This is an optimization exercise on Yosys and OpenROAD, whose aim is small area, not a production implementation.
Where RTL was checked, it was by simulation tests only, not by an equivalence proof against the original.
No functional check of the RTL was part of runs 2, 3 and 8.

## flow/design.v (module list and top-level ports; edited modules follow where they fit)
// module frame_sequencer: 35 lines
// module step_counter: 8 lines
// module ref_delay_line: 30 lines
// module lms_channel: 54 lines
// module anc_mac: 1181 lines
// module anc_top: 96 lines
module anc_top
(
    input  logic        clk,
    input  logic        rstn,
    input  logic        head_flag,
    input  anc_pkg::sample_t reff,
    input  anc_pkg::sample_t primary_a,
    input  anc_pkg::sample_t primary_b,
    output anc_pkg::sample_t dout,
    output logic        frame_done
);
  // ...
==> flow/flow/run.sh <==
#!/bin/bash
# Layout flow: the standard synthesis and layout, with these changes.
#  1. After the standard synthesis (unchanged), flow/invopt.py chooses signal
#     polarities to save inverters: full-adder cells are self-dual, xor2/xnor2
#     and and/or-type cells have complemented twins, and half adders can be
#     rebuilt from an xor and a 2-input gate. Registers are not touched.
#  2. The layout then runs with the smallest port buffers and a coarser
#     clock tree without dummy loads (flow/layout_args.sh).
# Each step writes its full output to a log file in this folder.
set -euo pipefail
R=orfs/results/sky130hd/anc_top/base
bash standard.sh synth > synth.log 2>&1
cp $R/1_2_yosys.v 1_2_yosys_standard.v
python3 flow/invopt.py 1_2_yosys_standard.v $R/1_2_yosys.v > invopt.log 2>&1
touch $R/1_2_yosys.v
source flow/layout_args.sh
bash standard.sh "${LAYOUT_ARGS[@]}" finish > layout.log 2>&1
==> flow/flow/layout_args.sh <==
# make variables for the layout steps
LAYOUT_ARGS=(
  "BUFFER_PORTS_ARGS=-buffer_cell sky130_fd_sc_hd__buf_1"
  "CTS_ARGS=-sink_clustering_enable -repair_clock_nets -dont_use_dummy_load -buf_list sky130_fd_sc_hd__clkbuf_16 -sink_clustering_size 32 -sink_clustering_max_diameter 80"
)
==> flow/standard.sh <==
#!/bin/bash
# synth_recipe.tcl (not shown) runs the flow's synth.tcl, then flattens the netlist and writes it again
# the make line also repeats each setting of config.mk as NAME=value (left out here)
make -C /OpenROAD-flow-scripts/flow DESIGN_CONFIG=/design/flow/config.mk WORK_HOME=/design/flow/orfs CLKGATE_MAP_FILE= SYNTH_SCRIPT=/design/flow/synth_recipe.tcl "${@:-finish}"
==> flow/config.mk <==
export PLATFORM = sky130hd
export DESIGN_NAME = anc_top
export DESIGN_NICKNAME = anc_top
export VERILOG_FILES = /design/flow/design.v
export SDC_FILE = /design/flow/constraint.sdc
export NUM_CORES = 4
export LEC_CHECK = 0
export CAP_MARGIN = 20
export CORE_MARGIN = 2
export CORE_UTILIZATION = 65
export SLEW_MARGIN = 20
==> flow/constraint.sdc <==
create_clock -name core_clock -period 12.0 [get_ports {clk}]
set_input_delay 2.4000 -clock core_clock [delete_from_list [all_inputs] [get_ports {clk}]]
set_output_delay 2.4000 -clock core_clock [all_outputs]
set_load 0.01 [all_outputs]
Not shown: flow/flow/invopt.py
==> results.toml, run 1 <==
[outcome]
status = "timing/DRC/antenna clean"

[floorplan]
fp.dieH_um = 207
start_util_pct = 65.6
ioPinCount = 60

[clock_network]
cts_max_level = 1
postCtsSetupRepairBufs = 0
ctsHoldBuffers = 0
cts_root_buf = "clkbuf_16"

[layout]
design_area_um2 = 28000
n_all_inverters = 88
largest_cell_class = "multi-input combinational cells"
final_core_util_pct = 68.8
antenna_cells = 0
drive_gt1_share_pct = 5.83
seqCellArea_um2 = 11200

[routing]
vias_per_cell = 6.31
drtIter0Drc = 2000
dr_wl_met3_um = 5320
drcViolationCount = 0

[global_routing]
grt_max_degree = 86
track_usage_pct = 30.6

[place]
placed_cells = 2875
dp_hpwl_um = 47100
gp_congestion = 0.924

[setup_path]
startpoint_type = "register"
r2r-end = "chan_b.acc[26]$_DFFE_PP_"
crit_family = "adder cells"
critical-path-max-stage-delay_ns = 0.72
path_class = "reg -> reg"
timing.reg2reg.setup_slack_ns = 0.46
crit_cells = 37
critPathCapture = "chan_b.acc[26]$_DFFE_PP_"
worst-path-max-fanout = 11

[worst_hold_path]
min-delay-start = "chan_a.w[2][0]$_DFF_P_"

[logic_synthesis]
syn_area_per_cell_um2 = 11.2

[timing]
max_freq_mhz = 86.7
period_minus_slack_ns = 11.54
==> module frame_sequencer, before the edit <==
module frame_sequencer
(
    input  logic       clk,
    input  logic       rstn,
    input  logic       head_flag,
    output logic       start,
    output logic       filter_en,
    output logic       update_en,
    output logic       out_load,
    output logic       last_upd
);
    logic [4:0] s;
    assign start     = (s == 5'd0) && head_flag;
    assign filter_en = (s >= 5'd2) && (s <= 5'd9);
    assign update_en = (s >= 5'd10) && (s <= 5'd17);
    assign out_load  = (s == 5'd10);
    assign last_upd  = (s == 5'd17);
    always_ff @(posedge clk or negedge rstn)
    begin
        if (!rstn)
            s <= 5'd0;
        else if (s == 5'd0)
        begin
            if (head_flag)
                s <= 5'd1;
        end
        else if (s == 5'd18)
        begin
            if (!head_flag)
                s <= 5'd0;
        end
        else
            s <= s + 5'd1;
    end
endmodule
==> module lms_channel, before the edit <==
module lms_channel
(
    input  logic               clk,
    input  logic               start,
    input  logic               filter_en,
    input  logic               update_en,
    input  logic               wv,
    input  logic signed [13:0] primary,
    input  logic [6:0]         neg,
    input  logic [6:0]         one,
    input  logic [6:0]         two,
    output logic signed [13:0] err
);
    logic signed [15:0] w [8];
    logic signed [32:0] acc;
    logic signed [15:0] w_rd;
    logic signed [15:0] m;
    logic signed [32:0] addend;
    logic signed [32:0] t;
    logic signed [20:0] y;
    assign w_rd = wv ? w[0] : 16'sd0;
    assign y = ~acc[32:12];
    always_comb
    begin
        if (y[20:13] != {8{y[13]}})
            err = y[20] ? -14'sd8192 : 14'sd8191;
        else
            err = y[13:0];
    end
    assign m      = filter_en ? w_rd : (update_en ? 16'(err) : 16'sd0);
    assign addend = update_en ? {2'b00, w_rd, 15'd0} : acc;
    anc_mac mac_i (
        .m   (m),
        .neg (neg),
        .one (one),
        .two (two),
        .add (addend),
        .t   (t)
    );
    always_ff @(posedge clk)
    begin
        if (start)
            acc <= {{7{~primary[13]}}, ~primary, 12'd0};
        else if (filter_en)
            acc <= t;
    end
    always_ff @(posedge clk)
    begin
        w[0] <= w[7];
        w[1] <= update_en ? t[30:15] : w[0];
        for (int i = 2; i < 8; i++)
            w[i] <= w[i-1];
    end
endmodule
==> inputs of run 2 (changes only) <==
--- a/flow/design.v
+++ b/flow/design.v
@@ -33,6 +33,21 @@
     logic [4:0] s;
     assign start     = (s == 5'd0) && head_flag;
-    assign filter_en = (s >= 5'd2) && (s <= 5'd9);
-    assign update_en = (s >= 5'd10) && (s <= 5'd17);
+    logic       filt_q;
+    logic       upd_q;
+    assign filter_en = filt_q;
+    assign update_en = upd_q;
+    always_ff @(posedge clk or negedge rstn)
+    begin
+        if (!rstn)
+        begin
+            filt_q <= 1'b0;
+            upd_q  <= 1'b0;
+        end
+        else
+        begin
+            filt_q <= (s >= 5'd1) && (s <= 5'd8);       
+            upd_q  <= (s >= 5'd9) && (s <= 5'd16);      
+        end
+    end
     assign out_load  = (s == 5'd10);
     assign last_upd  = (s == 5'd17);
@@ -122,5 +137,5 @@
             err = y[13:0];
     end
-    assign m      = filter_en ? w_rd : (update_en ? 16'(err) : 16'sd0);
+    assign m      = filter_en ? w_rd : 16'(err);
     assign addend = update_en ? {2'b00, w_rd, 15'd0} : acc;
     anc_mac mac_i (
==> results.toml, run 2 <==
[floorplan]
ioPinCount = 60
floorplan.rows = 74
die_area_um2 = 43000
core_area_um2 = 40800
die_x_um = 207
fp.dieH_um = 207
start_util_pct = 65.9

[timing]
hold_viol = 0
maxSlewViolCount = 0
max_freq_mhz = 87.3
final.setup.worst_slack_ns = 0.544
fin_setup_tns_ns = 0
finalSetupViolCount = 0
skew_ns = 0.0725
period_minus_slack_ns = 11.46
tightest_slew_ns = 1.07
fin_crit_sh_pct = 95.5
rsz0062_at_grt = "no"
slew_headroom_pct = 28.9
hold_slack_ns = 0.303

[setup_path]
crit_top_cell = "fa_1"
path_class = "reg -> reg"
r2r_start = "chan_b.acc[32]$_DFFE_PP_"
crit_family = "adder cells"
cp.required_ns = 12.31
worst-path-max-fanout = 13
cp-end-kind = "register"
reg2reg_depth = 37
critPathSlowestCell = "and2_1"
timing.reg2reg.setup_slack_ns = 0.54
arrival_ns = 11.77
r2r-end = "chan_b.acc[24]$_DFFE_PP_"
critical-path-max-stage-delay_ns = 0.65
startpoint_type = "register"
path_buf_inv = 2

[worst_hold_path]
hold_class = "reg -> reg"
holdPathEnd = "chan_b.w[3][3]$_DFF_P_"
min_path_cells = 0
min-delay-start = "chan_b.w[2][3]$_DFF_P_"

[layout]
syn2layout_area_growth_pct = 5.08
mostFrequentLayoutCell = "dfxtp_1"
top_regs = "chan_a.w: 128 flops, chan_b.w: 128 flops, ref_i.taps: 112 flops"
drive_gt1_share_pct = 6.72
multi_input_area_um2 = 14900
num-fill-cells = 3100
seqCellArea_um2 = 11300
final_nets = 2668
final_cell_mix = "dfxtp_1, fa_1, nand2_1"
design_area_um2 = 28300

[place]
dp_hpwl_um = 47100
post_dp_cell_area_um2 = 27600
place_ws_ns = 0.495
gp_congestion = 0.937
port_buffers = 59

[clock_network]
clockBufferDepth = 3
cts_made_buffers = 25
postCtsSetupRepairBufs = 0
cts_tree = "yes"
clk_latency_ns = 0.60
cts.clk_slew.worst_paths_ns = 0.11
cts_root_buf = "clkbuf_16"
clock-sinks = 478
cts_max_level = 1

[routing]
dr.pass1.iters = 6
drt-wirelength-per-cell_um = 22.4
drtIter0Drc = 1791
num_vias = 17900
ant_nets = 0
drcViolationCount = 0
routed_wl_um = 64300
vias_per_cell = 6.24

[logic_synthesis]
yosys_warnings = 7
synth_cells = 2356
synth.cell_area_um2 = 26900
syn_area_per_cell_um2 = 11.4
syn-num-nets = 2686

[global_routing]
antenna_found_initial = 1
track_usage_pct = 30.2
first_global_vias = 18000
grt-ovfl-total = 0
grt_max_degree = 75
grt_pass1_wl_um = 102000

[job]
cap_violations = 0

[outcome]
status = "timing/DRC/antenna clean"
[run 2: timing repair]
| item | CTS | global route |
|---|---|---|
| gates resized for setup | 0 | 1 |
| hold buffers | 0 | 0 |
| endpoints found under the setup margin | 0 | 2 |
[run 2: worst register-to-register path, delay by kind of cell, from the launching register on]
| kind | cells | cell delay, ns |
|---|---|---|
| adder cells (fa/ha/maj) | 20 | 7.48 |
| AO/OA/AOI/OAI | 8 | 1.40 |
| AND/OR/NAND/NOR | 5 | 1.23 |
| flip-flops | 1 | 0.55 |
| XOR/XNOR | 2 | 0.38 |
| buffers and inverters | 2 | 0.13 |
[run 2: worst max-delay path by stage]
stage,endpoint,cells after the start,slack [ns],start
2_1_floorplan,chan_a.acc[32]$_DFFE_PP_,38,1.41,chan_a.acc[31]$_DFFE_PP_
3_3_place_gp,chan_a.acc[32]$_DFFE_PP_,38,0.72,chan_a.acc[31]$_DFFE_PP_
3_5_place_dp,chan_a.acc[32]$_DFFE_PP_,38,0.50,chan_a.acc[31]$_DFFE_PP_
4_1_cts,chan_a.acc[32]$_DFFE_PP_,38,0.50,chan_a.acc[31]$_DFFE_PP_
5_1_grt,chan_b.acc[24]$_DFFE_PP_,37,0.01,chan_b.acc[32]$_DFFE_PP_
6_report,chan_b.acc[24]$_DFFE_PP_,37,0.54,chan_b.acc[32]$_DFFE_PP_
[run 2: metrics by stage]
step,instances,util [%]
finish,2869,69.3
global route,2868,69.3
CTS,2868,69.2
detailed placement,2843,67.7
global placement,2843,67.7
floorplan,2356,-
[run 2: area by class of cell]
cell class                      count  share of cell area, %
Timing Repair Buffer              102                   2.02
Antenna cell                        1                0.00885
Tap cell                          532                   2.35
Sequential cell                   478                   39.8
Multi-Input combinational cell   1649                   52.5
Clock buffer                       25                   2.21
Inverter                           82                   1.10
[run 2: routing by layer]
layer  track usage, %  vias up  share of wire (%)
met5                0        -                  0
met4             8.30        0                2.8
met3             4.11      121                7.2
met2             48.3      751                 46
met1             43.6     8923                 44
li1                 -     8107                  -
==> module ref_delay_line, before the edit <==
module ref_delay_line
(
    input  logic               clk,
    input  logic               rstn,
    input  logic               start,
    input  logic signed [13:0] reff,
    input  logic [2:0]         ptr,
    output logic signed [13:0] x
);
    logic signed [13:0] taps [8];
    logic [3:0]         nf;
    always_ff @(posedge clk)
    begin
        if (start)
        begin
            taps[0] <= reff;
            for (int i = 1; i < 8; i++)
                taps[i] <= taps[i-1];
        end
    end
    always_ff @(posedge clk or negedge rstn)
    begin
        if (!rstn)
            nf <= 4'd0;
        else if (start && !nf[3])
            nf <= nf + 4'd1;
    end
    always_ff @(posedge clk)
        x <= (nf[3] || (ptr < nf[2:0])) ? taps[ptr] : 14'sd0;
endmodule
==> inputs of run 3 (changes only) <==
--- a/flow/design.v
+++ b/flow/design.v
@@ -33,21 +33,6 @@
     logic [4:0] s;
     assign start     = (s == 5'd0) && head_flag;
-    logic       filt_q;
-    logic       upd_q;
-    assign filter_en = filt_q;
-    assign update_en = upd_q;
-    always_ff @(posedge clk or negedge rstn)
-    begin
-        if (!rstn)
-        begin
-            filt_q <= 1'b0;
-            upd_q  <= 1'b0;
-        end
-        else
-        begin
-            filt_q <= (s >= 5'd1) && (s <= 5'd8);       
-            upd_q  <= (s >= 5'd9) && (s <= 5'd16);      
-        end
-    end
+    assign filter_en = (s >= 5'd2) && (s <= 5'd9);
+    assign update_en = (s >= 5'd10) && (s <= 5'd17);
     assign out_load  = (s == 5'd10);
     assign last_upd  = (s == 5'd17);
@@ -87,13 +72,22 @@
     output logic signed [13:0] x
 );
-    logic signed [13:0] taps [8];
+    logic signed [13:0] ring [8];
+    logic signed [13:0] xin;
+    logic [2:0]         g;
     logic [3:0]         nf;
+    logic               ins;
+    assign ins = (ptr == ~g);
+    always_ff @(posedge clk)
+    begin
+        ring[0] <= ins ? xin : ring[7];
+        for (int i = 1; i < 8; i++)
+            ring[i] <= ring[i-1];
+    end
     always_ff @(posedge clk)
     begin
         if (start)
         begin
-            taps[0] <= reff;
-            for (int i = 1; i < 8; i++)
-                taps[i] <= taps[i-1];
+            xin <= reff;
+            g   <= g + 3'd1;
         end
     end
@@ -106,5 +100,12 @@
     end
     always_ff @(posedge clk)
-        x <= (nf[3] || (ptr < nf[2:0])) ? taps[ptr] : 14'sd0;
+    begin
+        if (!(nf[3] || (ptr < nf[2:0])))
+            x <= 14'sd0;
+        else if (ptr == 3'd0)
+            x <= xin;
+        else
+            x <= ring[g];
+    end
 endmodule
 module lms_channel
@@ -137,5 +138,5 @@
             err = y[13:0];
     end
-    assign m      = filter_en ? w_rd : 16'(err);
+    assign m      = filter_en ? w_rd : (update_en ? 16'(err) : 16'sd0);
     assign addend = update_en ? {2'b00, w_rd, 15'd0} : acc;
     anc_mac mac_i (
==> results.toml, run 3 <==
[floorplan]
core_area_um2 = 40600
die_area_um2 = 42500
ioPinCount = 60
floorplan.rows = 74
fp.dieH_um = 206
start_util_pct = 65.4
die_x_um = 206

[timing]
hold_viol = 0
slew_headroom_pct = 25.1
final.setup.worst_slack_ns = 0.335
finalSetupViolCount = 0
period_minus_slack_ns = 11.67
tightest_slew_ns = 1.12
max_freq_mhz = 85.7
skew_ns = 0.0646
rsz0062_at_grt = "no"
maxSlewViolCount = 0
hold_slack_ns = 0.286
fin_crit_sh_pct = 97.2

[routing]
routed_wl_um = 68000
ant_nets = 0
vias_per_cell = 6.13
drt-wirelength-per-cell_um = 22.3
dr.pass1.iters = 6
drtIter0Drc = 1514
num_vias = 18700
drcViolationCount = 0

[place]
gp_congestion = 0.971
place_ws_ns = -0.290
placed_cells = 3012
post_dp_cell_area_um2 = 28000
port_buffers = 59
dp_hpwl_um = 49900

[clock_network]
clock-sinks = 493
cts_max_level = 1
cts_made_buffers = 25
ctsHoldBuffers = 0
cts_tree = "yes"
clk_latency_ns = 0.59
clockBufferDepth = 3
cts_root_buf = "clkbuf_16"
cts.clk_slew.worst_paths_ns = 0.11

[worst_hold_path]
hold_class = "reg -> reg"
min-delay-start = "chan_a.w[1][0]$_DFF_P_"

[logic_synthesis]
syn-num-nets = 2766
syn_area_per_cell_um2 = 10.9
synth_cells = 2435
yosys_warnings = 7
synth.cell_area_um2 = 26600

[global_routing]
track_usage_pct = 32.6
grt_max_degree = 71
antenna_found_initial = 1
first_global_vias = 19400
grt-ovfl-total = 0
grt_pass1_wl_um = 107000

[layout]
antenna_cells = 0
final_nets = 2846
drive_gt1_share_pct = 11.3
syn2layout_area_growth_pct = 8.08
top_regs = "chan_a.w: 128 flops, chan_b.w: 128 flops, ref_i.ring: 112 flops"
final_cell_mix = "dfxtp_1, nand2_1, fa_1"
final_core_util_pct = 70.7
design_area_um2 = 28700
final_cell_count_no_fill = 3045
mostFrequentLayoutCell = "dfxtp_1"

[outcome]
status = "timing/DRC/antenna clean"

[setup_path]
arrival_ns = 12.00
cp-end-kind = "register"
path_buf_inv = 5
worst-path-max-fanout = 5
startpoint_type = "register"
critical-path-max-stage-delay_ns = 0.47
crit_family = "adder cells"
path_class = "reg -> reg"
cp.required_ns = 12.33
critPathSlowestCell = "fa_1"
r2r_start = "seq_i.s[0]$_DFFE_PN0P_"
critPathLaunch = "seq_i.s[0]$_DFFE_PN0P_"
crit_top_cell = "fa_1"

[job]
cap_violations = 0
[run 3: final timing paths]
| kind | slack [ns] | end | depth (start not counted) |
|---|---|---|---|
| setup reg to reg | 0.33 | chan_b.acc[31]$_DFFE_PP_ | 39 |
| hold reg to reg | 0.29 | chan_a.w[2][0]$_DFF_P_ | 0 |
| max in group asynchronous | 9.86 | ref_i.nf[2]$_DFFE_PN0P_ | 2 |
| hold / removal | 0.29 | chan_a.w[2][0]$_DFF_P_ | 0 |
| min in group asynchronous | 1.84 | dout[3]$_DFFE_PN0P_ | 2 |
| setup / recovery | 0.33 | chan_b.acc[31]$_DFFE_PP_ | 39 |
[run 3: through the flow]
step / setup TNS [ns]
3_3_place_gp: -0.135
3_5_place_dp: -2.02
5_1_grt: 0
2_1_floorplan: 0
4_1_cts: 0
6_report: 0
[run 3: what timing repair did]
item / 4_1_cts / 5_1_grt
setup buffers: 5 / 3
resized for setup: 13 / 16
endpoints found under the setup margin: 18 / 33
pin swaps: 10 / 12
[run 3: area by class of cell]
cell class / count / area (um2)
Inverter: 60 / 226
Sequential cell: 493 / 10600
Clock buffer: 25 / 626
Timing Repair Buffer: 202 / 1310
Multi-Input combinational cell: 1733 / 15300
Tap cell: 532 / 666
Fill cell: 3021 / 11900
[run 3: per-layer routing]
metal | global-route usage [%] | vias to the layer above | wire length, um
met4 | 12.2 | 2 | 2580
met5 | 0 | - | 12
met3 | 5.39 | 150 | 5050
li1 | - | 8509 | -
met1 | 43.6 | 9266 | 28900
met2 | 53.4 | 735 | 31400
==> inputs of run 4 (changes only) <==
--- a/flow/design.v
+++ b/flow/design.v
@@ -138,5 +138,5 @@
             err = y[13:0];
     end
-    assign m      = filter_en ? w_rd : (update_en ? 16'(err) : 16'sd0);
+    assign m      = filter_en ? w_rd : 16'(err);
     assign addend = update_en ? {2'b00, w_rd, 15'd0} : acc;
     anc_mac mac_i (
--- a/flow/config.mk
+++ b/flow/config.mk
@@ -6,4 +6,5 @@
 export NUM_CORES = 4
 export LEC_CHECK = 0
+export ABC_AREA = 1
 export CAP_MARGIN = 20
 export CORE_MARGIN = 2
==> results.toml, run 4 <==
[logic_synthesis]
syn-num-nets = 2877
synth_cells = 2544
yosys_warnings = 7
synth.cell_area_um2 = 26200
syn_area_per_cell_um2 = 10.3

[setup_path]
arrival_ns = 11.49
critical-path-max-stage-delay_ns = 0.69
cp.required_ns = 12.28
cp-end-kind = "register"
path_class = "reg -> reg"
startpoint_type = "register"
path_buf_inv = 5
critPathSlowestCell = "fa_1"
crit_family = "adder cells"
crit_top_cell = "fa_1"
worst-path-max-fanout = 21

[timing]
final.setup.worst_slack_ns = 0.781
period_minus_slack_ns = 11.22
fin_crit_sh_pct = 93.5
slew_headroom_pct = 20.4
hold_viol = 0
fin_setup_tns_ns = 0
tightest_slew_ns = 1.19
max_freq_mhz = 89.1
finalSetupViolCount = 0
skew_ns = 0.0941
rsz0062_at_grt = "no"
maxSlewViolCount = 0

[clock_network]
cts_max_level = 1
ctsResizeCount = 0
clk_latency_ns = 0.60
clockBufferDepth = 3
ctsHoldBuffers = 0
cts_root_buf = "clkbuf_16"
clock-sinks = 493
cts_made_buffers = 24
cts.clk_slew.worst_paths_ns = 0.10
cts_tree = "yes"
postCtsSetupRepairBufs = 0

[place]
port_buffers = 59
dp_hpwl_um = 47400
place_ws_ns = 0.896
placed_cells = 3039
gp_congestion = 0.960

[global_routing]
track_usage_pct = 32.0
grt_max_degree = 62
grt_pass1_wl_um = 104000
first_global_vias = 19000
grt-ovfl-total = 0
antenna_found_initial = 0

[worst_hold_path]
hold_class = "reg -> reg"

[layout]
final_cell_count_no_fill = 3064
top_regs = "chan_a.w: 128 flops, chan_b.w: 128 flops, ref_i.ring: 112 flops"
num-fill-cells = 3011
mostFrequentLayoutCell = "dfxtp_1"
final_nets = 2873
final_cell_mix = "dfxtp_1, nand2_1, fa_1"
drive_gt1_share_pct = 5.95
seqCellArea_um2 = 10600
multi_input_area_um2 = 14600
syn2layout_area_growth_pct = 4.93

[routing]
num_vias = 18500
dr.pass1.iters = 8
vias_per_cell = 6.02
routed_wl_um = 64800
drt-wirelength-per-cell_um = 21.1
drtIter0Drc = 1406
drcViolationCount = 0
ant_nets = 0

[floorplan]
floorplan.rows = 73
ioPinCount = 60
die_area_um2 = 42000
core_area_um2 = 39700
fp.dieH_um = 205
die_x_um = 205
start_util_pct = 66.0

[outcome]
status = "timing/DRC/antenna clean"

[job]
cap_violations = 0
run 4: through the flow:
| step | area, um2 | utilization [%] | hold WS (ns) |
|---|---|---|---|
| 3_3_place_gp | 26900 | 67.7 | 0.310 |
| 2_1_floorplan | 26200 | - | 0.310 |
| 3_5_place_dp | 26900 | 67.7 | 0.312 |
| 4_1_cts | 27500 | 69.2 | 0.248 |
| 5_1_grt | 27500 | 69.2 | 0.258 |
| 6_report | 27500 | 69.2 | 0.247 |
run 4: per-layer routing:
layer	global-route usage, %	share of wire, %
met1	42.9	42
met2	53.4	47
met3	5.15	7.7
met4	10.2	3.4
met5	0	0
run 4: area by class of cell:
type                       instances  share of cell area, %
inverter                         152                   2.07
antenna                            1                0.00910
tap                              525                   2.39
multi-input combinational       1770                   53.0
timing repair buffer              99                   1.90
sequential                       493                   38.5
clock buffer                      24                   2.18
run 4: path summary, 6_finish.rpt:
kind | cells past startpoint | slack, ns | endpoint | start
setup reg to reg | 34 | 0.78 | chan_a.acc[21]$_DFFE_PP_ | seq_i.s[1]$_DFFE_PN0P_
hold / removal | 0 | 0.25 | chan_b.w[3][7]$_DFF_P_ | chan_b.w[2][7]$_DFF_P_
hold reg to reg | 0 | 0.25 | chan_b.w[3][7]$_DFF_P_ | chan_b.w[2][7]$_DFF_P_
min in group asynchronous | 1 | 1.85 | ref_i.nf[3]$_DFFE_PN0P_ | rstn
max in group asynchronous | 1 | 9.62 | dout[1]$_DFFE_PN0P_ | rstn
setup / recovery | 34 | 0.78 | chan_a.acc[21]$_DFFE_PP_ | seq_i.s[1]$_DFFE_PN0P_
==> inputs of run 5 (changes only) <==
--- a/flow/config.mk
+++ b/flow/config.mk
@@ -6,5 +6,4 @@
 export NUM_CORES = 4
 export LEC_CHECK = 0
-export ABC_AREA = 1
 export CAP_MARGIN = 20
 export CORE_MARGIN = 2
==> results.toml, run 5 <==
[global_routing]
grt_max_degree = 68
antenna_found_initial = 0
first_global_vias = 18900
track_usage_pct = 31.9
grt-ovfl-total = 0
grt_pass1_wl_um = 103000

[place]
gp_congestion = 0.949
port_buffers = 59
dp_hpwl_um = 47800

[timing]
skew_ns = 0.0709
max_freq_mhz = 86.8
maxSlewViolCount = 0
period_minus_slack_ns = 11.52
finalSetupViolCount = 0
hold_viol = 0
slew_headroom_pct = 24.4
fin_setup_tns_ns = 0
hold_slack_ns = 0.301
fin_crit_sh_pct = 96.0
tightest_slew_ns = 1.13

[setup_path]
arrival_ns = 11.89
timing.reg2reg.setup_slack_ns = 0.48
critPathCapture = "chan_a.acc[32]$_DFFE_PP_"
cp.required_ns = 12.37
reg2reg_depth = 38
critical-path-max-stage-delay_ns = 0.51
worst-path-max-fanout = 8
crit_cells = 38
critPathSlowestCell = "fa_1"
critPathLaunch = "chan_a.acc[30]$_DFFE_PP_"
crit_top_cell = "fa_1"
path_class = "reg -> reg"
startpoint_type = "register"
path_buf_inv = 3
crit_family = "adder cells"
r2r-end = "chan_a.acc[32]$_DFFE_PP_"
cp-end-kind = "register"
r2r_start = "chan_a.acc[30]$_DFFE_PP_"

[layout]
top_regs = "chan_a.w: 128 flops, chan_b.w: 128 flops, ref_i.ring: 112 flops"
drive_gt1_share_pct = 7.05
antenna_cells = 0
num-fill-cells = 3088
final_cell_mix = "dfxtp_1, nand2_1, fa_1"
syn2layout_area_growth_pct = 5.33
mostFrequentLayoutCell = "dfxtp_1"
final_nets = 2740

[routing]
top_layer = "met4"
drt-wirelength-per-cell_um = 22.2
ant_nets = 0
vias_per_cell = 6.21
num_vias = 18200
drcViolationCount = 0
dr_wl_met3_um = 3880
wl_met1_um = 26900
met2_length_um = 31000
dr.pass1.iters = 6
routed_wl_um = 65300
drtIter0Drc = 1552

[logic_synthesis]
yosys_warnings = 7
synth_cells = 2423
synth.cell_area_um2 = 26200
syn_area_per_cell_um2 = 10.8
syn-num-nets = 2750

[clock_network]
ctsHoldBuffers = 0
cts.clk_slew.worst_paths_ns = 0.11
cts_max_level = 1
cts_root_buf = "clkbuf_16"
clock-sinks = 493
clk_latency_ns = 0.61
cts_made_buffers = 25
clockBufferDepth = 3
cts_tree = "yes"

[worst_hold_path]
hold_class = "reg -> reg"

[floorplan]
floorplan.rows = 73
start_util_pct = 65.9
fp.dieH_um = 205
ioPinCount = 60
die_area_um2 = 42000
core_area_um2 = 39800
die_x_um = 205

[outcome]
status = "timing/DRC/antenna clean"

[job]
cap_violations = 0
-- run 5: area by class of cell --
| class | instances | area (um2) | share of cell area [%] |
|---|---|---|---|
| multi-input combinational | 1704 | 14800 | 53.5 |
| sequential | 493 | 10600 | 38.3 |
| timing repair buffer | 127 | 752 | 2.72 |
| tap | 525 | 657 | 2.38 |
| clock buffer | 25 | 626 | 2.26 |
| inverter | 62 | 233 | 0.842 |
-- run 5: worst register-to-register path: cells and delay by family (launching register included) --
| family | cells | cell delay [ns] |
|---|---|---|
| buf+inv | 3 | 0.37 |
| simple gates | 5 | 1.05 |
| fa+ha+maj | 20 | 7.02 |
| compound gates | 10 | 2.36 |
| flops | 1 | 0.50 |
-- run 5: per-stage QoR --
stage	cells	setup slack [ns]	instance area, um2	utilization, %
after detailed placement	2908	0.347	27000	67.7
after CTS	2933	0.307	27600	69.3
final	2936	0.485	27600	69.4
after floorplan	2423	1.09	26200	-
after global placement	2908	0.552	26900	67.7
after global routing	2936	-0.0299	27600	69.4
-- run 5: how the worst min path moves through the flow --
stage,from,to,cells past startpoint
3_3_place_gp,chan_a.w[7][0]$_DFF_P_,chan_a.w[0][0]$_DFF_P_,0
3_5_place_dp,chan_a.w[1][11]$_DFF_P_,chan_a.w[2][11]$_DFF_P_,0
2_1_floorplan,chan_a.w[7][0]$_DFF_P_,chan_a.w[0][0]$_DFF_P_,0
5_1_grt,chan_a.w[4][3]$_DFF_P_,chan_a.w[5][3]$_DFF_P_,0
4_1_cts,chan_a.w[4][3]$_DFF_P_,chan_a.w[5][3]$_DFF_P_,0
6_report,chan_a.w[4][3]$_DFF_P_,chan_a.w[5][3]$_DFF_P_,0
-- run 5: what timing repair did --
action / 4_1_cts / 5_1_grt
endpoints found under the setup margin: 0 / 8
resized for setup: 0 / 4
setup buffers: 0 / 2
-- run 5: metal layers --
layer | vias up | global-route usage [%]
li1 | 8300 | -
met4 | 0 | 15.8
met5 | - | 0
met2 | 714 | 53.2
met3 | 198 | 3.79
met1 | 9026 | 41.3
==> inputs of run 6 (changes only) <==
==> flow/flow/layout_args.sh (replaced) <==
# make variables for the layout steps
LAYOUT_ARGS=(
  "BUFFER_PORTS_ARGS=-buffer_cell sky130_fd_sc_hd__buf_1"
  "CTS_ARGS=-sink_clustering_enable -repair_clock_nets -dont_use_dummy_load -buf_list sky130_fd_sc_hd__clkbuf_8 -sink_clustering_size 20 -sink_clustering_max_diameter 60"
)
==> results.toml, run 6 <==
[outcome]
status = "timing/DRC/antenna clean"

[global_routing]
grt_pass1_wl_um = 103000
grt_max_degree = 77
grt-ovfl-total = 0
antenna_found_initial = 0
first_global_vias = 18800
track_usage_pct = 31.8

[floorplan]
start_util_pct = 65.9
ioPinCount = 60
floorplan.rows = 73
fp.dieH_um = 205
die_area_um2 = 42000
core_area_um2 = 39800
die_x_um = 205

[place]
port_buffers = 59
place_ws_ns = 0.378
gp_congestion = 0.939
dp_hpwl_um = 48400

[routing]
routed_wl_um = 65300
drtIter0Drc = 1857
ant_nets = 0
dr.pass1.iters = 6
num_vias = 18300
vias_per_cell = 6.24
drcViolationCount = 0
drt-wirelength-per-cell_um = 22.2

[setup_path]
cp-end-kind = "register"
startpoint_type = "register"
critical-path-max-stage-delay_ns = 0.58
path_buf_inv = 4
crit_family = "adder cells"
critPathSlowestCell = "dfrtp_1"
crit_top_cell = "fa_1"
cp.required_ns = 12.40
worst-path-max-fanout = 12
path_class = "reg -> reg"
arrival_ns = 11.84

[logic_synthesis]
synth_cells = 2423
syn-num-nets = 2750
syn_area_per_cell_um2 = 10.8
synth.cell_area_um2 = 26200
yosys_warnings = 7

[timing]
tightest_slew_ns = 1.02
max_freq_mhz = 87.4
finalSetupViolCount = 0
hold_slack_ns = 0.268
fin_setup_tns_ns = 0
slew_headroom_pct = 32.2
rsz0062_at_grt = "no"
skew_ns = 0.0825
hold_viol = 0
final.setup.worst_slack_ns = 0.563
fin_crit_sh_pct = 95.3
maxSlewViolCount = 0
period_minus_slack_ns = 11.44

[layout]
final_core_util_pct = 68.9
final_nets = 2744
antenna_cells = 0
drive_gt1_share_pct = 7.16
top_regs = "chan_a.w: 128 flops, chan_b.w: 128 flops, ref_i.ring: 112 flops"
final_cell_mix = "dfxtp_1, nand2_1, fa_1"
mostFrequentLayoutCell = "dfxtp_1"
syn2layout_area_growth_pct = 4.55

[clock_network]
cts.clk_slew.worst_paths_ns = 0.12
clk_latency_ns = 0.62
clock-sinks = 493
cts_made_buffers = 35
clockBufferDepth = 3
cts_max_level = 2
cts_tree = "yes"
cts_root_buf = "clkbuf_8"

[job]
cap_violations = 0

[worst_hold_path]
hold_class = "reg -> reg"
[run 6: path summary, 6_finish.rpt]
check | from | end | slack, ns | cells past startpoint
min in group asynchronous | rstn | dout[12]$_DFFE_PN0P_ | 1.78 | 2
hold reg to reg | chan_b.w[7][5]$_DFF_P_ | chan_b.w[0][5]$_DFF_P_ | 0.27 | 0
setup / recovery | seq_i.s[0]$_DFFE_PN0P_ | chan_a.acc[32]$_DFFE_PP_ | 0.56 | 38
setup reg to reg | seq_i.s[0]$_DFFE_PN0P_ | chan_a.acc[32]$_DFFE_PP_ | 0.56 | 38
hold / removal | chan_b.w[7][5]$_DFF_P_ | chan_b.w[0][5]$_DFF_P_ | 0.27 | 0
max in group asynchronous | rstn | wv$_DFFE_PN0P_ | 9.88 | 2
[run 6: per-stage QoR]
step | instance area, um2 | instances
after floorplan | 26200 | 2423
after global placement | 26900 | 2903
after detailed placement | 26900 | 2903
after CTS | 27400 | 2938
after global routing | 27400 | 2940
final | 27400 | 2940
[run 6: area by class of cell]
| cell class | count | area (um2) |
|---|---|---|
| repair buffers | 121 | 699 |
| inverters | 62 | 233 |
| flip-flops and latches | 493 | 10600 |
| fillers | 3094 | 12400 |
| well taps | 525 | 657 |
| multi-input cells | 1704 | 14800 |
| clock buffers | 35 | 482 |
[run 6: routing by layer]
metal | GRT usage [%] | vias to the layer above | share of wire, %
met5 | 0 | - | 0
met4 | 10.9 | 0 | 3.2
met3 | 4.68 | 147 | 7.5
met2 | 52.5 | 754 | 48
met1 | 43.1 | 9146 | 42
li1 | - | 8294 | -
[run 6: repair_timing]
| action | CTS | global route |
|---|---|---|
| resized for setup | 0 | 3 |
| hold buffers | 0 | 0 |
| buffers inserted | 0 | 2 |
| setup endpoints to repair | 0 | 4 |
==> inputs of run 7 (changes only) <==
==> flow/flow/layout_args.sh (replaced) <==
# make variables for the layout steps
LAYOUT_ARGS=(
  "BUFFER_PORTS_ARGS=-buffer_cell sky130_fd_sc_hd__buf_1"
  "CTS_ARGS=-sink_clustering_enable -repair_clock_nets -dont_use_dummy_load -buf_list sky130_fd_sc_hd__clkbuf_8 -sink_clustering_size 16 -sink_clustering_max_diameter 50"
)
==> results.toml, run 7 <==
[outcome]
status = "timing/DRC/antenna clean"

[place]
port_buffers = 59
placed_cells = 2906
gp_congestion = 0.963
dp_hpwl_um = 47700

[timing]
rsz0062_at_grt = "no"
fin_setup_tns_ns = 0
max_freq_mhz = 86.8
tightest_slew_ns = 1.08
hold_slack_ns = 0.301
slew_headroom_pct = 28.0
hold_viol = 0
skew_ns = 0.0727
finalSetupViolCount = 0
period_minus_slack_ns = 11.52
fin_crit_sh_pct = 96.0
maxSlewViolCount = 0

[global_routing]
grt_max_degree = 114
grt_pass1_wl_um = 103000
grt-ovfl-total = 0
first_global_vias = 18800
antenna_found_initial = 0
track_usage_pct = 31.9

[floorplan]
start_util_pct = 65.9
die_x_um = 205
fp.dieH_um = 205
core_area_um2 = 39800
floorplan.rows = 73
die_area_um2 = 42000
ioPinCount = 60

[routing]
ant_nets = 0
drt-wirelength-per-cell_um = 22.1
num_vias = 18400
routed_wl_um = 65300
vias_per_cell = 6.22
dr.pass1.iters = 6
drcViolationCount = 0
drtIter0Drc = 1849

[layout]
mostFrequentLayoutCell = "dfxtp_1"
drive_gt1_share_pct = 7.58
num-fill-cells = 3100
final_nets = 2757
seqCellArea_um2 = 10600
multi_input_area_um2 = 14800
antenna_cells = 0
syn2layout_area_growth_pct = 5.12
top_regs = "chan_a.w: 128 flops, chan_b.w: 128 flops, ref_i.ring: 112 flops"
final_cell_count_no_fill = 2953
final_cell_mix = "dfxtp_1, nand2_1, fa_1"

[clock_network]
cts_tree = "yes"
clk_latency_ns = 0.64
cts_root_buf = "clkbuf_8"
cts.clk_slew.worst_paths_ns = 0.09
cts_max_level = 2
cts_made_buffers = 45
clock-sinks = 493
clockBufferDepth = 3

[setup_path]
worst-path-max-fanout = 8
crit_family = "adder cells"
path_buf_inv = 5
critical-path-max-stage-delay_ns = 0.52
arrival_ns = 11.92
startpoint_type = "register"
critPathSlowestCell = "fa_1"
path_class = "reg -> reg"
cp-end-kind = "register"
crit_top_cell = "fa_1"
cp.required_ns = 12.40

[logic_synthesis]
synth_cells = 2423
synth.cell_area_um2 = 26200
yosys_warnings = 7
syn-num-nets = 2750
syn_area_per_cell_um2 = 10.8

[job]
cap_violations = 0

[worst_hold_path]
hold_class = "reg -> reg"
## run 7: final timing paths
| path | start | end | slack (ns) | cells past startpoint |
|---|---|---|---|---|
| max reg2reg | seq_i.s[1]$_DFFE_PN0P_ | chan_a.acc[32]$_DFFE_PP_ | 0.48 | 38 |
| max in group asynchronous | rstn | wv$_DFFE_PN0P_ | 9.94 | 2 |
| min | chan_b.w[2][13]$_DFF_P_ | chan_b.w[3][13]$_DFF_P_ | 0.30 | 0 |
| max | seq_i.s[1]$_DFFE_PN0P_ | chan_a.acc[32]$_DFFE_PP_ | 0.48 | 38 |
| min reg2reg | chan_b.w[2][13]$_DFF_P_ | chan_b.w[3][13]$_DFF_P_ | 0.30 | 0 |
| min in group asynchronous | rstn | dout[13]$_DFFE_PN0P_ | 1.77 | 2 |
## run 7: layer usage
metal	track usage [%]	vias up	part of all wire (%)
met1	42.4	9147	42
met5	0	-	0
met2	52.3	741	47
met4	13.2	0	3.9
li1	-	8313	-
met3	5.14	175	7.0
## run 7: timing repair
action,CTS,global route
hold buffers,0,0
endpoints found under the setup margin,0,2
setup buffers,0,2
resized for setup,0,1
endpoints found under the hold margin,0,0
## run 7: worst reg2reg max path: cells and delay by family (launching register included)
kind / cells / cell delay [ns]
buffers and inverters: 5 / 0.64
AO/OA/AOI/OAI: 10 / 2.50
adder cells (fa/ha/maj): 21 / 7.28
flip-flops: 1 / 0.47
AND/OR/NAND/NOR: 2 / 0.44
## run 7: layout make-up
type | instances | area share, %
clock buffer | 45 | 2.24
inverter | 62 | 0.843
multi-input combinational | 1704 | 53.5
sequential | 493 | 38.4
tap | 525 | 2.38
timing repair buffer | 124 | 2.62
## run 7: per-stage QoR
| step | util [%] | worst slack, ns | cell area (um2) |
|---|---|---|---|
| detailed placement | 67.7 | 0.390 | 27000 |
| CTS | 69.2 | 0.388 | 27600 |
| finish | 69.3 | 0.476 | 27600 |
| global placement | 67.7 | 0.599 | 26900 |
| global route | 69.3 | 0.0220 | 27600 |
| floorplan | - | 1.09 | 26200 |
==> inputs of run 8 (changes only) <==
--- a/flow/design.v
+++ b/flow/design.v
@@ -33,6 +33,21 @@
     logic [4:0] s;
     assign start     = (s == 5'd0) && head_flag;
-    assign filter_en = (s >= 5'd2) && (s <= 5'd9);
-    assign update_en = (s >= 5'd10) && (s <= 5'd17);
+    logic       filt_q;
+    logic       upd_q;
+    assign filter_en = filt_q;
+    assign update_en = upd_q;
+    always_ff @(posedge clk or negedge rstn)
+    begin
+        if (!rstn)
+        begin
+            filt_q <= 1'b0;
+            upd_q  <= 1'b0;
+        end
+        else
+        begin
+            filt_q <= start || ((s >= 5'd1) && (s <= 5'd7));    
+            upd_q  <= (s >= 5'd9) && (s <= 5'd16);      
+        end
+    end
     assign out_load  = (s == 5'd10);
     assign last_upd  = (s == 5'd17);
@@ -99,12 +114,12 @@
             nf <= nf + 4'd1;
     end
-    always_ff @(posedge clk)
+    always_comb
     begin
         if (!(nf[3] || (ptr < nf[2:0])))
-            x <= 14'sd0;
+            x = 14'sd0;
         else if (ptr == 3'd0)
-            x <= xin;
+            x = xin;
         else
-            x <= ring[g];
+            x = ring[g];
     end
 endmodule
@@ -129,5 +144,5 @@
     logic signed [32:0] t;
     logic signed [20:0] y;
-    assign w_rd = wv ? w[0] : 16'sd0;
+    assign w_rd = wv ? w[7] : 16'sd0;
     assign y = ~acc[32:12];
     always_comb
@@ -157,7 +172,6 @@
     always_ff @(posedge clk)
     begin
-        w[0] <= w[7];
-        w[1] <= update_en ? t[30:15] : w[0];
-        for (int i = 2; i < 8; i++)
+        w[0] <= update_en ? t[30:15] : w[7];
+        for (int i = 1; i < 8; i++)
             w[i] <= w[i-1];
     end
==> flow/flow/layout_args.sh (replaced) <==
# make variables for the layout steps
LAYOUT_ARGS=(
  "BUFFER_PORTS_ARGS=-buffer_cell sky130_fd_sc_hd__buf_1"
  "CTS_ARGS=-sink_clustering_enable -repair_clock_nets -dont_use_dummy_load -buf_list sky130_fd_sc_hd__clkbuf_16 -sink_clustering_size 32 -sink_clustering_max_diameter 80"
)
==> results.toml, run 8 <==
[setup_path]
critPathSlowestCell = "or4_4"
arrival_ns = 11.96
path_class = "reg -> reg"
cp.required_ns = 12.33
worst-path-max-fanout = 20
reg2reg_depth = 39
crit_family = "adder cells"
startpoint_type = "register"
crit_cells = 39
path_buf_inv = 4
critical-path-max-stage-delay_ns = 0.50
crit_top_cell = "fa_2"
cp-end-kind = "register"

[logic_synthesis]
synth.cell_area_um2 = 26200
syn_area_per_cell_um2 = 11.3
synth_cells = 2305
yosys_warnings = 7
syn-num-nets = 2635

[routing]
vias_per_cell = 6.16
dr.pass1.iters = 6
drt-wirelength-per-cell_um = 22.3
num_vias = 17900
routed_wl_um = 64700
drcViolationCount = 0
drtIter0Drc = 1533
ant_nets = 0

[clock_network]
cts_max_level = 1
clk_latency_ns = 0.62
cts_root_buf = "clkbuf_16"
cts_tree = "yes"
clockBufferDepth = 3
cts_made_buffers = 28
ctsHoldBuffers = 0
clock-sinks = 481
cts.clk_slew.worst_paths_ns = 0.10

[layout]
final_core_util_pct = 71.1
mostFrequentLayoutCell = "dfxtp_1"
design_area_um2 = 28300
final_nets = 2708
antenna_cells = 0
syn2layout_area_growth_pct = 8.02
top_regs = "chan_a.w: 128 flops, chan_b.w: 128 flops, ref_i.ring: 112 flops"
final_cell_mix = "dfxtp_1, fa_1, xnor2_1"
drive_gt1_share_pct = 11.3

[timing]
period_minus_slack_ns = 11.63
slew_headroom_pct = 35.4
maxSlewViolCount = 0
max_freq_mhz = 86.0
finalSetupViolCount = 0
fin_setup_tns_ns = 0
hold_viol = 0
fin_crit_sh_pct = 96.9
tightest_slew_ns = 0.963
skew_ns = 0.0901

[floorplan]
fp.dieH_um = 205
die_x_um = 205
start_util_pct = 65.8
ioPinCount = 60
floorplan.rows = 73
core_area_um2 = 39700
die_area_um2 = 41900

[place]
post_dp_cell_area_um2 = 27400
dp_hpwl_um = 48500
port_buffers = 59
gp_congestion = 0.909

[global_routing]
track_usage_pct = 31.7
grt_max_degree = 76
antenna_found_initial = 0
first_global_vias = 18300
grt-ovfl-total = 0
grt_pass1_wl_um = 103000

[worst_hold_path]
min_path_cells = 0
hold_class = "reg -> reg"

[outcome]
status = "timing/DRC/antenna clean"

[job]
cap_violations = 0
## run 8: layout make-up
type	count	area [um2]
inverters	61	233
flip-flops and latches	481	10400
multi-input cells	1615	15000
fillers	2896	11500
well taps	525	657
repair buffers	191	1250
clock buffers	28	701
## run 8: per-stage QoR
step | hold slack (ns) | setup slack [ns] | instances
detailed placement | 0.312 | -0.176 | 2869
finish | 0.271 | 0.367 | 2901
floorplan | 0.310 | -0.0191 | 2305
CTS | 0.275 | 0.0353 | 2899
global placement | 0.310 | 0.103 | 2869
global route | 0.265 | -0.0329 | 2901
## run 8: worst paths after layout
| kind | endpoint | start | slack, ns |
|---|---|---|---|
| max in group asynchronous | seq_i.upd_q$_DFF_PN0_ | rstn | 9.56 |
| min in group asynchronous | seq_i.s[2]$_DFFE_PN0P_ | rstn | 1.86 |
| worst max register to register | chan_b.acc[32]$_DFFE_PP_ | ref_i.g[0]$_DFFE_PP_ | 0.37 |
| worst min register to register | chan_b.w[3][0]$_DFF_P_ | chan_b.w[2][0]$_DFF_P_ | 0.27 |
| worst max-delay path | chan_b.acc[32]$_DFFE_PP_ | ref_i.g[0]$_DFFE_PP_ | 0.37 |
| worst min-delay path | chan_b.w[3][0]$_DFF_P_ | chan_b.w[2][0]$_DFF_P_ | 0.27 |
## run 8: timing repair
action	CTS	global route
pin swaps	1	14
endpoints found under the hold margin	0	0
setup endpoints to repair	16	32
resized for setup	6	21
setup buffers	2	2
## run 8: layer usage
metal,track usage (%),part of all wire (%),vias to the layer above
li1,-,-,8193
met1,44.8,44,8927
met2,51.8,47,620
met3,3.47,6.2,128
met4,9.58,3.2,0
met5,0,0,-
==> inputs of run 9 (changes only) <==
--- a/flow/design.v
+++ b/flow/design.v
@@ -46,5 +46,5 @@
         else
         begin
-            filt_q <= start || ((s >= 5'd1) && (s <= 5'd7));    
+            filt_q <= (s >= 5'd1) && (s <= 5'd8);       
             upd_q  <= (s >= 5'd9) && (s <= 5'd16);      
         end
@@ -114,12 +114,12 @@
             nf <= nf + 4'd1;
     end
-    always_comb
+    always_ff @(posedge clk)
     begin
         if (!(nf[3] || (ptr < nf[2:0])))
-            x = 14'sd0;
+            x <= 14'sd0;
         else if (ptr == 3'd0)
-            x = xin;
+            x <= xin;
         else
-            x = ring[g];
+            x <= ring[g];
     end
 endmodule
@@ -144,5 +144,5 @@
     logic signed [32:0] t;
     logic signed [20:0] y;
-    assign w_rd = wv ? w[7] : 16'sd0;
+    assign w_rd = wv ? w[0] : 16'sd0;
     assign y = ~acc[32:12];
     always_comb
@@ -172,6 +172,7 @@
     always_ff @(posedge clk)
     begin
-        w[0] <= update_en ? t[30:15] : w[7];
-        for (int i = 1; i < 8; i++)
+        w[0] <= w[7];
+        w[1] <= update_en ? t[30:15] : w[0];
+        for (int i = 2; i < 8; i++)
             w[i] <= w[i-1];
     end
--- a/flow/config.mk
+++ b/flow/config.mk
@@ -6,4 +6,5 @@
 export NUM_CORES = 4
 export LEC_CHECK = 0
+export ABC_AREA = 1
 export CAP_MARGIN = 20
 export CORE_MARGIN = 2
==> results.toml, run 9 <==
[routing]
drt-wirelength-per-cell_um = 21.1
vias_per_cell = 5.96
routed_wl_um = 64800
dr.pass1.iters = 6
drcViolationCount = 0
ant_nets = 0
num_vias = 18400
drtIter0Drc = 1462

[timing]
fin_setup_tns_ns = 0
hold_slack_ns = 0.276
finalSetupViolCount = 0
hold_viol = 0
tightest_slew_ns = 1.19
max_freq_mhz = 88.3
skew_ns = 0.0949
maxSlewViolCount = 0
rsz0062_at_grt = "no"
fin_crit_sh_pct = 94.4
period_minus_slack_ns = 11.32
slew_headroom_pct = 20.1

[layout]
syn2layout_area_growth_pct = 4.72
antenna_cells = 0
drive_gt1_share_pct = 5.83
num-fill-cells = 3098
mostFrequentLayoutCell = "nand2_1"
top_regs = "chan_a.w: 128 flops, chan_b.w: 128 flops, ref_i.ring: 112 flops"
final_nets = 2878
final_cell_mix = "nand2_1, dfxtp_1, fa_1"

[global_routing]
grt_pass1_wl_um = 104000
grt_max_degree = 47
track_usage_pct = 31.9
antenna_found_initial = 0
first_global_vias = 19300
grt-ovfl-total = 0

[clock_network]
cts_max_level = 1
cts.clk_slew.worst_paths_ns = 0.11
cts_made_buffers = 25
ctsHoldBuffers = 0
clk_latency_ns = 0.61
cts_tree = "yes"
clock-sinks = 495
clockBufferDepth = 3
cts_root_buf = "clkbuf_16"

[setup_path]
arrival_ns = 11.59
crit_top_cell = "fa_1"
r2r_start = "chan_a.acc[30]$_DFFE_PP_"
cp.required_ns = 12.27
cp-end-kind = "register"
worst-path-max-fanout = 15
startpoint_type = "register"
critPathLaunch = "chan_a.acc[30]$_DFFE_PP_"
path_class = "reg -> reg"
critical-path-max-stage-delay_ns = 0.54
critPathSlowestCell = "fa_1"

[floorplan]
die_area_um2 = 42100
start_util_pct = 66.0
floorplan.rows = 73
fp.dieH_um = 205
die_x_um = 205
core_area_um2 = 39800
ioPinCount = 60

[worst_hold_path]
hold_class = "reg -> reg"
min-delay-start = "chan_a.w[2][12]$_DFF_P_"

[place]
port_buffers = 59
dp_hpwl_um = 48100
gp_congestion = 0.908

[job]
cap_violations = 0

[logic_synthesis]
synth_cells = 2550
syn_area_per_cell_um2 = 10.3
yosys_warnings = 7
synth.cell_area_um2 = 26300
syn-num-nets = 2871

[outcome]
status = "timing/DRC/antenna clean"
## run 9: final timing paths
kind	to	slack, ns	cells after the start
max reg2reg	chan_a.acc[28]$_DFFE_PP_	0.68	35
min reg2reg	chan_a.w[3][12]$_DFF_P_	0.28	0
min in group asynchronous	ref_i.nf[0]$_DFFE_PN0P_	1.88	1
max	chan_a.acc[28]$_DFFE_PP_	0.68	35
max in group asynchronous	wv$_DFFE_PN0N_	9.47	1
min	chan_a.w[3][12]$_DFF_P_	0.28	0
## run 9: layout make-up
| cell class | instances | area [um2] | area share, % |
|---|---|---|---|
| Tap cell | 525 | 657 | 2.39 |
| Multi-Input combinational cell | 1780 | 14500 | 52.6 |
| Timing Repair Buffer | 103 | 553 | 2.01 |
| Clock buffer | 25 | 626 | 2.27 |
| Inverter | 152 | 574 | 2.09 |
| Sequential cell | 495 | 10600 | 38.6 |
## run 9: worst max-delay path: cells and delay by family, from the launching register on
kind | cells | cell delay, ns
xor+xnor | 2 | 0.42
fa+ha+maj | 19 | 8.05
buf+inv | 4 | 0.52
compound gates | 5 | 0.99
flops | 1 | 0.41
simple gates | 5 | 0.61
## run 9: routing by layer
metal  GRT usage, %  routed length, um  part of all wire [%]
met5              0                  0                     0
met4           11.1               2410                   3.7
met3           5.20               4580                   7.1
met2           51.6              29600                    46
met1           44.0              28200                    44
## run 9: stage by stage
step           cells  area, um2  utilization (%)  worst slack, ns
2_1_floorplan   2550      26300                -             1.19
3_3_place_gp    3055      26900             67.5            0.629
3_5_place_dp    3055      26900             67.5            0.526
4_1_cts         3080      27500             69.1            0.456
5_1_grt         3080      27500             69.1           0.0125
6_report        3080      27500             69.1            0.676
## run 9: repair_timing
action | CTS | global route
gates resized for setup | 0 | 3
buffers inserted | 0 | 0
endpoints found under the setup margin | 0 | 9
==> module step_counter, before the edit <==
module step_counter
(
    input  logic       clk,
    output logic [2:0] ptr
);
    always_ff @(posedge clk)
        ptr <= ptr + 3'd1;
endmodule
==> module anc_top, before the edit <==
module anc_top
(
    input  logic        clk,
    input  logic        rstn,
    input  logic        head_flag,
    input  anc_pkg::sample_t reff,
    input  anc_pkg::sample_t primary_a,
    input  anc_pkg::sample_t primary_b,
    output anc_pkg::sample_t dout,
    output logic        frame_done
);
    logic start, filter_en, update_en, out_load, last_upd;
    logic [2:0] ptr;
    logic signed [13:0] x;
    logic signed [13:0] err_a;
    logic signed [13:0] err_b;
    logic wv;
    logic [6:0] neg, one, two;
    for (genvar j = 0; j < 7; j++)
    begin : booth
        logic b2, b1, b0;
        assign b2     = x[2*j+1];
        assign b1     = x[2*j];
        assign b0     = (j == 0) ? 1'b0 : x[2*j-1];
        assign neg[j] = b2 & ~(b1 & b0);
        assign one[j] = b1 ^ b0;
        assign two[j] = (b2 & ~b1 & ~b0) | (~b2 & b1 & b0);
    end
    frame_sequencer seq_i (
        .clk       (clk),
        .rstn      (rstn),
        .head_flag (head_flag),
        .start     (start),
        .filter_en (filter_en),
        .update_en (update_en),
        .out_load  (out_load),
        .last_upd  (last_upd)
    );
    step_counter step_i (
        .clk (clk),
        .ptr (ptr)
    );
    ref_delay_line ref_i (
        .clk   (clk),
        .rstn  (rstn),
        .start (start),
        .reff  (reff),
        .ptr   (ptr),
        .x     (x)
    );
    always_ff @(posedge clk or negedge rstn)
    begin
        if (!rstn)
            wv <= 1'b0;
        else if (last_upd)
            wv <= 1'b1;
    end
    lms_channel chan_a (
        .clk       (clk),
        .start     (start),
        .filter_en (filter_en),
        .update_en (update_en),
        .wv        (wv),
        .primary   (primary_a),
        .neg       (neg),
        .one       (one),
        .two       (two),
        .err       (err_a)
    );
    lms_channel chan_b (
        .clk       (clk),
        .start     (start),
        .filter_en (filter_en),
        .update_en (update_en),
        .wv        (wv),
        .primary   (primary_b),
        .neg       (neg),
        .one       (one),
        .two       (two),
        .err       (err_b)
    );
    always_ff @(posedge clk or negedge rstn)
    begin
        if (!rstn)
        begin
            dout       <= '0;
            frame_done <= 1'b0;
        end
        else
        begin
            frame_done <= out_load;
            if (out_load)
                dout <= err_a + err_b;
        end
    end
endmodule
==> inputs of run 10 (changes only) <==
--- a/flow/design.v
+++ b/flow/design.v
@@ -73,8 +73,14 @@
 (
     input  logic       clk,
+    input  logic       rstn,
     output logic [2:0] ptr
 );
-    always_ff @(posedge clk)
-        ptr <= ptr + 3'd1;
+    always_ff @(posedge clk or negedge rstn)
+    begin
+        if (!rstn)
+            ptr <= 3'd0;
+        else
+            ptr <= ptr + 3'd1;
+    end
 endmodule
 module ref_delay_line
@@ -102,8 +108,12 @@
     begin
         if (start)
-        begin
             xin <= reff;
-            g   <= g + 3'd1;
-        end
+    end
+    always_ff @(posedge clk or negedge rstn)
+    begin
+        if (!rstn)
+            g <= 3'd0;
+        else if (start)
+            g <= g + 3'd1;
     end
     always_ff @(posedge clk or negedge rstn)
@@ -1398,6 +1408,7 @@
     );
     step_counter step_i (
-        .clk (clk),
-        .ptr (ptr)
+        .clk  (clk),
+        .rstn (rstn),
+        .ptr  (ptr)
     );
     ref_delay_line ref_i (
--- a/flow/config.mk
+++ b/flow/config.mk
@@ -10,3 +10,4 @@
 export CORE_MARGIN = 2
 export CORE_UTILIZATION = 65
+export GPL_TIMING_DRIVEN = 0
 export SLEW_MARGIN = 20
==> results.toml, run 10 <==
[layout]
syn2layout_area_growth_pct = 6.68
num-fill-cells = 3038
design_area_um2 = 27800
final_nets = 2979
mostFrequentLayoutCell = "nand2_1"
drive_gt1_share_pct = 5.85
antenna_cells = 0
final_core_util_pct = 70.2
top_regs = "chan_a.w: 128 flops, chan_b.w: 128 flops, ref_i.ring: 112 flops"
final_cell_mix = "nand2_1, dfxtp_1, fa_1"
final_cell_count_no_fill = 3173

[worst_hold_path]
min-delay-start = "chan_a.w[1][0]$_DFF_P_"
hold_class = "reg -> reg"

[setup_path]
crit_top_cell = "fa_1"
timing.reg2reg.setup_slack_ns = 0.33
r2r_start = "chan_a.acc[25]$_DFFE_PP_"
critical-path-max-stage-delay_ns = 0.57
arrival_ns = 11.96
path_class = "reg -> reg"
cp-end-kind = "register"
critPathSlowestCell = "or4_4"
cp.required_ns = 12.30
critPathLaunch = "chan_a.acc[25]$_DFFE_PP_"
startpoint_type = "register"
worst-path-max-fanout = 10

[floorplan]
die_x_um = 204
start_util_pct = 65.8
die_area_um2 = 41700
ioPinCount = 60
floorplan.rows = 73
core_area_um2 = 39600
fp.dieH_um = 204

[timing]
slew_headroom_pct = 23.9
rsz0062_at_grt = "no"
hold_viol = 0
max_freq_mhz = 85.7
finalSetupViolCount = 0
maxSlewViolCount = 0
period_minus_slack_ns = 11.67
fin_crit_sh_pct = 97.2
tightest_slew_ns = 1.14
skew_ns = 0.122

[logic_synthesis]
syn-num-nets = 2871
synth.cell_area_um2 = 26100
synth_cells = 2542
syn_area_per_cell_um2 = 10.3
yosys_warnings = 7

[clock_network]
clock-sinks = 495
clockBufferDepth = 3
clk_latency_ns = 0.61
cts.clk_slew.worst_paths_ns = 0.11
cts_max_level = 1
cts_tree = "yes"
cts_made_buffers = 24
cts_root_buf = "clkbuf_16"
ctsHoldBuffers = 0

[routing]
vias_per_cell = 6.22
drt-wirelength-per-cell_um = 24.0
num_vias = 19700
drcViolationCount = 0
dr.pass1.iters = 6
ant_nets = 0
drtIter0Drc = 2558
routed_wl_um = 76100

[global_routing]
grt_pass1_wl_um = 116000
use_met2_pct = 58.3
grt.met3_usage_pct = 7.54
grt-ovfl-total = 0
first_global_vias = 19900
track_usage_pct = 37.3
grtUsageMet1_pct = 51.0
grt_max_degree = 44
antenna_found_initial = 2
grt_most_used_layer = "met2"

[place]
post_dp_cell_area_um2 = 27000
dp_hpwl_um = 59000
port_buffers = 59
placed_cells = 3127
gp_congestion = 1.05

[outcome]
status = "timing/DRC/antenna clean"

[job]
cap_violations = 0
run 10: cell count changes in the layout (fill, tap and decap cells not counted), sizes merged, moves of 6 or more:
cell and change:
o21ai +9, xor2 -30, clkbuf +90, o22a -24, inv -12, xnor2 +20, buf +14, nand3 +19
ha +8, dfrtp +6, o22ai +17
run 10: final timing paths:
kind / cells past startpoint / end
max: 35 / chan_a.acc[23]$_DFFE_PP_
min reg2reg: 0 / chan_a.w[2][0]$_DFF_P_
max reg2reg: 35 / chan_a.acc[23]$_DFFE_PP_
min in group asynchronous: 1 / seq_i.s[4]$_DFFE_PN0P_
min: 0 / chan_a.w[2][0]$_DFF_P_
max in group asynchronous: 2 / ref_i.g[2]$_DFFE_PN0P_
run 10: cell type report:
type,count,area [um2],area share [%]
Buffer,126,528,1.90
Timing Repair Buffer,82,408,1.47
Multi-Input combinational cell,1782,14500,52.0
Sequential cell,495,10600,38.2
Inverter,139,524,1.88
Tap cell,525,657,2.36
Clock buffer,24,601,2.16
run 10: per-layer routing:
metal / up-vias / routed length [um]
met2: 1183 / 34000
met1: 9616 / 30700
met4: 2 / 3600
met5: - / 13
met3: 220 / 7750
li1: 8717 / -
run 10: what timing repair did:
action / 4_1_cts / 5_1_grt
pin swaps: 4 / 7
endpoints found under the setup margin: 25 / 24
setup buffers: 7 / 13
resized for setup: 12 / 12
run 10: worst max-delay path, delay by kind of cell, from the launching register on:
| family | cells | cell delay (ns) |
|---|---|---|
| adder cells (fa/ha/maj) | 20 | 8.32 |
| AND/OR/NAND/NOR | 4 | 0.91 |
| AO/OA/AOI/OAI | 6 | 0.88 |
| XOR/XNOR | 2 | 0.45 |
| flip-flops | 1 | 0.42 |
| buffers and inverters | 3 | 0.40 |
run 10: stage by stage:
step	setup TNS, ns	hold slack, ns	worst slack, ns
6_report	0	0.292	0.332
5_1_grt	0	0.286	0.0228
4_1_cts	0	0.290	0.00880
3_5_place_dp	-20.57	0.312	-1.06
3_3_place_gp	-20.13	0.310	-1.05
2_1_floorplan	0	0.310	0.558

[what the ideal ports hide]
No port has a modelled driver above. Below, the same layouts with a new extraction and two added sets of constraints.
Step 1 sets driving cells, clkbuf_16 on the clock port and buf_2 on the other inputs (assumed; they add their load-dependent delay and slew).
Step 2 times the ports against the registers' clock, not the clock port: input delays grow and output delays shrink by t, the midpoint of the rising clock arrivals with the driver on.
Three values: no drivers, after step 1, after step 2; two values: the first two.
run	shift t [ns]	setup WS [ns]	worst data-port slew with drivers (ns)
run 1	0.628	0.465 / 0.465 / 0.465	0.14
run 2	0.625	0.544 / 0.544 / 0.544	0.06
run 3	0.615	0.335 / 0.335 / 0.335	0.05
run 4	0.609	0.781 / 0.781 / 0.781	0.07
run 5	0.627	0.485 / 0.485 / 0.485	0.06
run 6	0.634	0.563 / 0.563 / 0.563	0.06
run 7	0.657	0.476 / 0.476 / 0.476	0.05
run 8	0.634	0.367 / 0.367 / 0.367	0.04
run 9	0.615	0.676 / 0.676 / 0.676	0.05
run 10	0.614	0.332 / 0.332 / 0.332	0.04
After both steps every run listed still meets setup and hold.
